This design comes from an exercise in tuning for small area, a short achievable clock period and few clock cycles per item on the open sky130 flow, not from production work.
Only simulation tests tie the RTL to the original design; equivalence was not proved.
No activity file was given, so power comes from the tool's default toggle rates.

==> flow/design.v <==
package poc_pkg;
  localparam int unsigned TaskW       = 4;
  localparam int unsigned TaskNum     = 1 << TaskW;
  localparam int unsigned FieldSlots  = 10;
  localparam int unsigned FieldW      = TaskW * FieldSlots;
  localparam int unsigned MaskW       = FieldSlots;
  localparam int unsigned MaxSlots    = 16;
  localparam int unsigned SlotsDefault = 10;
  function automatic logic [TaskW-1:0] field_nibble(logic [FieldW-1:0] v, int unsigned k);
    logic [FieldW-1:0] sh;
    sh  = v >> (TaskW * k);
    field_nibble = '0;
    if (k < FieldSlots) begin
      field_nibble = sh[TaskW-1:0];
    end
  endfunction
  function automatic logic mask_bit(logic [MaskW-1:0] m, int unsigned k);
    logic [MaskW-1:0] sh;
    sh  = m >> k;
    mask_bit = 1'b0;
    if (k < MaskW) begin
      mask_bit = sh[0];
    end
  endfunction
  function automatic int unsigned pack_slots(int unsigned n);
    pack_slots = (n < FieldSlots) ? n : FieldSlots;
  endfunction
endpackage
module poc_rank (
  input  logic [9:0]        x_i,
  output logic [10:0][10:0] cnt_o
);
  localparam int unsigned N = 10;
  function automatic logic [N:0] conv(logic [N:0] a, logic [N:0] b);
    conv = '0;
    for (int s = 0; s <= N; s++) begin
      for (int x = 0; x <= s; x++) begin
        conv[s] = conv[s] | (a[x] & b[s-x]);
      end
    end
  endfunction
  function automatic logic [N:0] oh1(logic x);
    oh1 = '0;
    oh1[0] = !x;
    oh1[1] = x;
  endfunction
  logic [N:0] p01, p23, p45, p67, p89, q0, q1, q45_6;
  always_comb begin
    p01   = conv(oh1(x_i[0]), oh1(x_i[1]));
    p23   = conv(oh1(x_i[2]), oh1(x_i[3]));
    p45   = conv(oh1(x_i[4]), oh1(x_i[5]));
    p67   = conv(oh1(x_i[6]), oh1(x_i[7]));
    p89   = conv(oh1(x_i[8]), oh1(x_i[9]));
    q0    = conv(p01, p23);
    q1    = conv(p45, p67);
    q45_6 = conv(p45, oh1(x_i[6]));
    cnt_o[0]  = oh1(1'b0);
    cnt_o[1]  = oh1(x_i[0]);
    cnt_o[2]  = p01;
    cnt_o[3]  = conv(p01, oh1(x_i[2]));
    cnt_o[4]  = q0;
    cnt_o[5]  = conv(q0, oh1(x_i[4]));
    cnt_o[6]  = conv(q0, p45);
    cnt_o[7]  = conv(q0, q45_6);
    cnt_o[8]  = conv(q0, q1);
    cnt_o[9]  = conv(cnt_o[8], oh1(x_i[8]));
    cnt_o[10] = conv(cnt_o[8], p89);
  end
endmodule
module permutation_order_crossover_unit #(
  parameter int unsigned SLOTS = poc_pkg::SlotsDefault
) (
  input  logic                        clk_i,
  input  logic                        rst_ni,
  input  logic                        in_valid_i,
  output logic                        in_stall_o,
  input  logic [poc_pkg::FieldW-1:0]  donor_perm_i,
  input  logic [poc_pkg::FieldW-1:0]  receiver_perm_i,
  input  logic [poc_pkg::MaskW-1:0]   take_mask_i,
  output logic                        out_valid_o,
  input  logic                        out_stall_i,
  output logic [poc_pkg::FieldW-1:0]  child_perm_o,
  output logic                        fill_error_o
);
  localparam int unsigned N  = 10;
  localparam int unsigned TW = poc_pkg::TaskW;
  logic       advance;
  logic [1:0] valid_q;
  assign advance     = !(valid_q[1] && out_stall_i);
  assign in_stall_o  = !advance;
  assign out_valid_o = valid_q[1];
  always_ff @(posedge clk_i or negedge rst_ni) begin
    if (!rst_ni) begin
      valid_q <= '0;
    end else if (advance) begin
      valid_q <= {valid_q[0], in_valid_i};
    end
  end
  logic [N-1:0][TW-1:0] c_d;      
  logic [N-1:0][TW-1:0] r;        
  logic [N-1:0][15:1]   rh;       
  logic [15:1]          present;  
  logic [N-1:0][15:1]   seen;     
  logic [N-1:0][TW-1:0] rm_d;     
  logic [N-1:0][TW-1:0] c1_q, rm1_q;
  always_comb begin
    present = '0;
    for (int k = 0; k < N; k++) begin
      c_d[k] = take_mask_i[k] ? donor_perm_i[TW*k +: TW] : '0;
      r[k]   = receiver_perm_i[TW*k +: TW];
      for (int v = 1; v < 16; v++) begin
        rh[k][v] = (r[k] == 4'(v));
        present[v] = present[v] | (c_d[k] == 4'(v));
      end
    end
    for (int i = 0; i < N; i++) begin
      seen[i] = present;
      for (int j = 0; j < i; j++) seen[i] = seen[i] | rh[j];
      rm_d[i] = |(rh[i] & ~seen[i]) ? r[i] : '0;
    end
  end
  always_ff @(posedge clk_i) begin
    if (advance) begin
      c1_q  <= c_d;
      rm1_q <= rm_d;
    end
  end
  logic [N-1:0]         cand;
  logic [N-1:0]         empty;
  logic [N:0][N:0]      crank;    
  logic [N:0][N:0]      erank;    
  logic [N-1:0]         placed;   
  logic [N-1:0][TW-1:0] lst_d;    
  logic [N-1:0][3:0]    up_d;     
  logic                 err_d;
  logic [N-1:0][TW-1:0] c2_q, lst2_q;
  logic [N-1:0][3:0]    up2_q;
  logic                 err2_q;
  always_comb begin
    for (int i = 0; i < N; i++) begin
      cand[i]  = (rm1_q[i] != '0);
      empty[i] = (c1_q[i] == '0);
    end
  end
  poc_rank u_crank (.x_i(cand),  .cnt_o(crank));
  poc_rank u_erank (.x_i(empty), .cnt_o(erank));
  always_comb begin
    for (int e = 0; e < N; e++) begin
      placed[e] = (erank[N] >> (e+1)) != '0;
      lst_d[e]  = '0;
      for (int i = e; i < N; i++) begin
        lst_d[e] = lst_d[e] | ((placed[e] && crank[i][e]) ? rm1_q[i] : '0);
      end
      up_d[e] = '0;
      for (int k = e; k < N; k++) begin
        if (empty[k] && erank[k][e]) up_d[e] = up_d[e] | 4'(k-e);
      end
    end
    err_d = 1'b0;
    for (int n = 0; n < N; n++) begin
      if (crank[N][n] && placed[n]) err_d = 1'b1;
    end
  end
  always_ff @(posedge clk_i) begin
    if (advance) begin
      c2_q   <= c1_q;
      lst2_q <= lst_d;
      up2_q  <= up_d;
      err2_q <= err_d;
    end
  end
  logic [4:0][N-1:0][TW-1:0] x;
  logic [4:0][N-1:0][3:0]    u;
  always_comb begin
    x[4] = lst2_q;
    u[4] = up2_q;
    for (int s = 3; s >= 0; s--) begin
      for (int p = 0; p < N; p++) begin
        x[s][p] = u[s+1][p][s] ? '0 : x[s+1][p];
        u[s][p] = u[s+1][p][s] ? '0 : u[s+1][p];
        if (p >= (1 << s) && u[s+1][p-(1<<s)][s]) begin
          x[s][p] = x[s][p] | x[s+1][p-(1<<s)];
          u[s][p] = u[s][p] | u[s+1][p-(1<<s)];
        end
      end
    end
  end
  assign child_perm_o = c2_q | x[0];
  assign fill_error_o = err2_q;
endmodule
make LEC_CHECK=0 CAP_MARGIN=20 CORE_MARGIN=2 CORE_UTILIZATION=40 SETUP_SLACK_MARGIN=1.5 SLEW_MARGIN=20 finish   # period 6.0 ns
run.sh (not shown) runs the stock make flow with config.mk's settings and CLKGATE_MAP_FILE= SYNTH_SCRIPT=/design/flow/synth_recipe.tcl, a recipe that flattens the netlist after the stock synthesis.
Testbench counts at the start, summed over its fixed seeds: cycles 4,008, items 4,000.
Edit:
--- a/flow/design.v
+++ b/flow/design.v
@@ -85,15 +85,15 @@
   localparam int unsigned N  = 10;
   localparam int unsigned TW = poc_pkg::TaskW;
   logic       advance;
-  logic [1:0] valid_q;
-  assign advance     = !(valid_q[1] && out_stall_i);
+  logic [2:0] valid_q;
+  assign advance     = !(valid_q[2] && out_stall_i);
   assign in_stall_o  = !advance;
-  assign out_valid_o = valid_q[1];
+  assign out_valid_o = valid_q[2];
   always_ff @(posedge clk_i or negedge rst_ni) begin
     if (!rst_ni) begin
       valid_q <= '0;
     end else if (advance) begin
-      valid_q <= {valid_q[0], in_valid_i};
+      valid_q <= {valid_q[1:0], in_valid_i};
     end
   end
   logic [N-1:0][TW-1:0] c_d;      
@@ -171,6 +171,8 @@
   end
   logic [4:0][N-1:0][TW-1:0] x;
   logic [4:0][N-1:0][3:0]    u;
+  logic [poc_pkg::FieldW-1:0] child_q;
+  logic                 err3_q;
   always_comb begin
     x[4] = lst2_q;
     u[4] = up2_q;
@@ -185,6 +187,12 @@
       end
     end
   end
-  assign child_perm_o = c2_q | x[0];
-  assign fill_error_o = err2_q;
+  always_ff @(posedge clk_i) begin
+    if (advance) begin
+      child_q <= c2_q | x[0];
+      err3_q  <= err2_q;
+    end
+  end
+  assign child_perm_o = child_q;
+  assign fill_error_o = err3_q;
 endmodule
Result:
- via count goes up by 1.6%
- fmax goes down by 1.3%
- final cell count goes up by 2.2%
- cell area goes up by 7.6%
- routed wire length goes up by 3.8%
- hold slack is about the same
- register-to-register slack degrades by 0.06 ns
- worst setup slack degrades by 0.056 ns
- first-iteration DRC count goes up by 2.8%
- clock-buffer cell count goes up by 5
- combinational power goes up by 40%
Testbench counts after the change, summed over its fixed seeds: cycles 4,012, items 4,000.

-- what the ideal ports hide --
Ports are ideal in the flow. The routed layouts listed here were re-timed in OpenROAD.
Step 1 (the two cells are an assumption about what drives the block):
set clk [get_ports {clk_i}]
set_driving_cell -lib_cell sky130_fd_sc_hd__clkbuf_16 $clk
set_driving_cell -lib_cell sky130_fd_sc_hd__buf_2 [delete_from_list [all_inputs] $clk]
Step 2 times the ports against the registers' clock, not the clock port: input delays grow and output delays shrink by t, the midpoint of the rising clock arrivals with the driver on.
Slacks: no drivers / after step 1 / after step 2; pairs: no drivers / after step 1.
| run | t (ns) | setup WS [ns] | worst setup path after step 2 | worst register clock-pin slew, ns | pins driven straight from the clock port |
|---|---|---|---|---|---|
| the first run | 0.485 | 1.611 / 1.611 / 1.166 | input to register | 0.07 / 0.07 | 1 |
| the second run | 0.589 | 1.556 / 1.556 / 1.218 | input to register | 0.07 / 0.07 | 1 |
After both steps setup and hold are still met in every run listed. For the first run, which loses most, drivers alone change the setup slack by 0.000 ns; drivers and shift together by -0.445 ns.
